This design comes from an exercise in tuning for small area, a short achievable clock period and few clock cycles on the open sky130 flow, not from production work. The RTL was checked by simulation tests, not by an equivalence proof against the original design. Power and IR drop assume default switching activity.

==> inputs of job 4375 <==
// cnn_classifier
module cnn_classifier #(
    parameter int NUM_WINDOWS = 10
) (
    input  logic        clk_i,
    input  logic        rst,
    input  logic [15:0] data_i,
    input  logic [7:0]  ctrl_i,    
    output logic [3:0]  class_o,
    output logic        done_o
);
clock: 13.0 ns
lec_check: 0
cap_margin: 20
core_margin: 2
core_utilization: 40
slew_margin: 20
standard.sh (not shown) runs the stock make flow with config.mk's settings and CLKGATE_MAP_FILE= SYNTH_SCRIPT=/design/flow/synth_recipe.tcl, a recipe that flattens the netlist after the stock synthesis.
==> flow/flow/run.sh <==
#!/bin/bash
# The standard layout, with timing repair aiming at a setup slack of 8.5 ns
# (a shorter critical path than the 13 ns clock needs). Constraints unchanged.
set -euo pipefail
bash standard.sh finish SETUP_SLACK_MARGIN=8.5 > standard_flow.log 2>&1
==> job 846 (differences from job 4375) <==
==> flow/flow/run.sh (replaced) <==
#!/bin/bash
# The standard layout, with timing repair aiming at a setup slack of 9.5 ns
# (a shorter critical path than the 13 ns clock needs). Constraints unchanged.
set -euo pipefail
bash standard.sh finish SETUP_SLACK_MARGIN=9.5 > standard_flow.log 2>&1
- CORE_UTILIZATION: 40 -> 60
- CTS_CLUSTER_DIAMETER: not set -> 100
- CTS_CLUSTER_SIZE: not set -> 30
- PLACE_DENSITY: not set -> 0.7
==> job 424 (differences from job 4375) <==
==> flow/flow/run.sh (replaced) <==
#!/bin/bash
# The standard layout, with timing repair aiming at a setup slack of 9.5 ns
# (a shorter critical path than the 13 ns clock needs). Constraints unchanged.
set -euo pipefail
bash standard.sh finish SETUP_SLACK_MARGIN=9.5 > standard_flow.log 2>&1
- CTS_CLUSTER_DIAMETER: not set -> 100
- CTS_CLUSTER_SIZE: not set -> 30
==> job 9094 (differences from job 4375) <==
==> flow/flow/run.sh (replaced) <==
#!/bin/bash
# The standard layout, with timing repair aiming at a setup slack of 9.5 ns
# (a shorter critical path than the 13 ns clock needs). Constraints unchanged.
set -euo pipefail
bash standard.sh finish SETUP_SLACK_MARGIN=9.5 > standard_flow.log 2>&1
==> qor summary <==
Setup bufs post-CTS: job 4375 0; job 9094 67; job 424 58; job 846 59
Fin area: job 4375 45040 um2; job 9094 46300 um2; job 424 44540 um2; job 846 43940 um2
Number of well taps: job 4375 1298; job 9094 1298; job 424 1298; job 846 873
Share of post-route cells with drive strength above 1: job 4375 7.804%; job 9094 16.66%; job 424 14.53%; job 846 14.04%
Power attributed to sequential cells: job 4375 3080 uW; job 9094 3090 uW; job 424 3080 uW; job 846 3080 uW
Drt wl/cell: job 4375 21.21 um; job 9094 21.61 um; job 424 21.77 um; job 846 23.76 um
Resized Gates After CTS: job 4375 0; job 9094 213; job 424 218; job 846 164
H-tree lvl count: job 4375 3; job 9094 3; job 424 2; job 846 1
Maximum number of pins on one net before global-route repair: job 4375 54; job 9094 50; job 424 50; job 846 55
Category of the critical setup timing path: job 4375 reg2reg; job 9094 reg2reg; job 424 reg2out; job 846 reg2out
Power dissipated in combinational cells: job 4375 1850 uW; job 9094 1840 uW; job 424 1840 uW; job 846 1890 uW
Clock transition at path regs: job 4375 0.06 ns; job 9094 0.06 ns; job 424 0.11 ns; job 846 0.11 ns
Non-clk bufs: job 4375 90; job 9094 173; job 424 155; job 846 154
Result of the run: job 4375 timing/DRC/antenna clean; job 9094 timing/DRC/antenna clean; job 424 timing/DRC/antenna clean; job 846 timing/DRC/antenna clean
Clock group total power: job 4375 2440 uW; job 9094 2320 uW; job 424 1320 uW; job 846 1210 uW
Met2 layer wire length in the routed design: job 4375 43150 um; job 9094 45860 um; job 424 45150 um; job 846 46630 um
Endpoint of the worst register-to-register path: job 4375 class_argmax_inst.ps_b_q[16]; job 9094 class_argmax_inst.ps_b_q[7]; job 424 class_argmax_inst.ps_b_q[10]; job 846 class_argmax_inst.ps_b_q[7]
Data arrival time of the critical path: job 4375 4.62 ns; job 9094 4.22 ns; job 424 1.06 ns; job 846 1.15 ns
Number of clock buffers in the layout: job 4375 116; job 9094 112; job 424 49; job 846 52
Testbench counts of job 4375, summed over its fixed seeds: cycles 2,632.
Testbench counts of job 846, summed over its fixed seeds: cycles 2,632.
Testbench counts of job 424, summed over its fixed seeds: cycles 2,632.
Testbench counts of job 9094, summed over its fixed seeds: cycles 2,632.

---

==> willow <==
Starting RTL as in the previous note.
==> flow/design.v (excerpt) <==
module cnn_classifier #(
    parameter int NUM_WINDOWS = 10
) (
    input  logic        clk_i,
    input  logic        rst,
    input  logic [15:0] data_i,
    input  logic [7:0]  ctrl_i,    
    output logic [3:0]  class_o,
    output logic        done_o
);
    logic         rst_q;
    logic [15:0]  data_q;
    logic [7:0]   ctrl_q;
    logic [455:0] w;
    logic [44:0]  feat;
    logic         start;
    always_ff @(posedge clk_i) begin
        rst_q  <= rst;
        data_q <= data_i;
        ctrl_q <= ctrl_i;
    end
    weight_regs weight_regs_inst (
        .clk_i  (clk_i),
        .rst_q  (rst_q),
        .data_q (data_q),
        .ctrl_q (ctrl_q),
        .w_o    (w)
    );
    window_conv window_conv_inst (
        .clk_i   (clk_i),
        .rst_q   (rst_q),
        .pix_i   (data_q[8:0]),
        .valid_i (ctrl_q[0]),
        .cw_i    (w[215:0]),
        .feat_o  (feat),
        .start_o (start)
    );
    class_argmax class_argmax_inst (
        .clk_i   (clk_i),
        .rst     (rst),
        .rst_q   (rst_q),
        .start_i (start),
        .feat_i  (feat),
        .clw_i   (w[455:216]),
        .class_o (class_o),
        .done_o  (done_o)
    );
endmodule
==> flow/config.mk <==
export PLATFORM = sky130hd
export DESIGN_NAME = cnn_classifier
export DESIGN_NICKNAME = cnn_classifier
export VERILOG_FILES = /design/flow/design.v
export SDC_FILE = /design/flow/constraint.sdc
export NUM_CORES = 4
export LEC_CHECK = 0
export CAP_MARGIN = 20
export CORE_MARGIN = 2
export CORE_UTILIZATION = 65
export CTS_CLUSTER_DIAMETER = 100
export CTS_CLUSTER_SIZE = 30
export PLACE_DENSITY = 0.75
export SLEW_MARGIN = 20
==> flow/constraint.sdc <==
create_clock -name core_clock -period 13.0 [get_ports {clk_i}]
set_input_delay 2.6000 -clock core_clock [delete_from_list [all_inputs] [get_ports {clk_i}]]
set_output_delay 2.6000 -clock core_clock [all_outputs]
set_load 0.01 [all_outputs]
==> flow/flow/run.sh <==
#!/bin/bash
# The standard layout, with two changes to how it is made (constraints unchanged):
#  - after the standard synthesis, polarity.py flips full-adder cells whose
#    inputs and outputs sit behind inverters (a full adder is self-dual), which
#    removes those inverters; registers and their names are untouched;
#  - timing repair aims at a setup slack of MARGIN ns.
set -euo pipefail
cd "$(dirname "$0")/.."
MARGIN=9.25
R=orfs/results/sky130hd/cnn_classifier/base
bash standard.sh synth SETUP_SLACK_MARGIN=$MARGIN > synth_flow.log 2>&1
cp $R/1_2_yosys.v 1_2_yosys.standard.v
python3 flow/polarity.py 1_2_yosys.standard.v $R/1_2_yosys.v > polarity.log 2>&1
rm -f $R/1_synth.odb $R/1_synth.sdc
bash standard.sh finish SETUP_SLACK_MARGIN=$MARGIN "BUFFER_PORTS_ARGS=-buffer_cell sky130_fd_sc_hd__buf_2" > standard_flow.log 2>&1
Other scripts of this flow, unchanged in this note and not shown: flow/flow/polarity.py
==> xenon: changes against willow <==
--- a/flow/flow/run.sh
+++ b/flow/flow/run.sh
@@ -8,3 +8,3 @@
 cd "$(dirname "$0")/.."
-MARGIN=9.25
+MARGIN=9.3
 R=orfs/results/sky130hd/cnn_classifier/base
--- a/flow/config.mk
+++ b/flow/config.mk
@@ -9,6 +9,5 @@
 export CORE_MARGIN = 2
-export CORE_UTILIZATION = 65
+export CORE_UTILIZATION = 40
 export CTS_CLUSTER_DIAMETER = 100
 export CTS_CLUSTER_SIZE = 30
-export PLACE_DENSITY = 0.75
 export SLEW_MARGIN = 20
==> comparison table <==
Layout cells sized above 1: willow 0.0718; xenon 0.0841
Result of the run: willow timing/DRC/antenna clean; xenon timing/DRC/antenna clean
Net Sw Power: willow 1.99 mW; xenon 2.00 mW
First-pass GRT wire length: willow 139 mm; xenon 144 mm
Largest net degree at the start of global routing: willow 55; xenon 57
Sequential cell fraction of total power: willow 0.494; xenon 0.495
Static power due to leakage: willow 15.8 nW; xenon 15.9 nW
NumNets Final: willow 3322; xenon 3346
Number of cell instances on the worst register-to-register path: willow 7; xenon 9
Via count of the first global-routing pass: willow 24300; xenon 23700
Max incr delay on CP: willow 0.35 ns; xenon 0.34 ns
First DRT Iteration DRCs: willow 2379; xenon 2017
Post-detail-place hpwl: willow 63.0 mm; xenon 66.0 mm
Grt met2 use: willow 0.489; xenon 0.319
Chip Width: willow 249 um; xenon 316 um
Worst endpoint data arrival time: willow 1.08 ns; xenon 1.06 ns
Num rows: willow 89; xenon 114
Routability congestion estimate from global placement: willow 0.918; xenon 0.914
Buffer count from post-CTS setup fixing: willow 1; xenon 4
Clk_buf instances: willow 51; xenon 50
Share of total power in the clock network: willow 0.215; xenon 0.209
Source of the worst register-to-register timing path: willow class_argmax_inst.bo_q[0][1]$_DFF_P_; xenon window_conv_inst.feat_o[5]$_DFFE_PP_
Place WS: willow 8.91 ns; xenon 8.96 ns
Clock Skews: willow 0.0346 ns; xenon 0.0388 ns
Testbench counts of willow, summed over its fixed seeds: cycles 2,632.
Testbench counts of xenon, summed over its fixed seeds: cycles 2,632.

## separate check: timing with driven ports
The flow's constraints put no driver on any port. The routed layouts listed below were extracted and timed again, unchanged, in two steps.
Step 1 assumes that a clkbuf_16 drives the clock port and a buf_2 every other input.
Step 2 adds t to the input delays and takes it off the output delays; t is the mean of the earliest and latest rising clock arrival at the registers after step 1. Input paths then give back, and output paths get back, about the clock's delay inside the block.
Slacks: no drivers / after step 1 / after step 2; pairs: no drivers / after step 1.
| run | t (ns) | slack for setup (ns) | worst setup path at the end | pins driven straight from the clock port |
|---|---|---|---|---|
| job 4375 | 0.707 | 8.877 / 8.852 / 8.877 | register to register | 1 |
| job 846 | 0.729 | 9.253 / 9.190 / 9.337 | register to register | 1 |
| job 424 | 0.680 | 9.337 / 9.264 / 9.343 | register to register | 1 |
| job 9094 | 0.698 | 9.296 / 9.287 / 9.296 | register to register | 1 |
| willow | 0.659 | 9.318 / 9.253 / 9.349 | register to register | 1 |
| xenon | 0.663 | 9.344 / 9.275 / 9.371 | register to register | 1 |
After both steps every run listed still meets setup and hold.
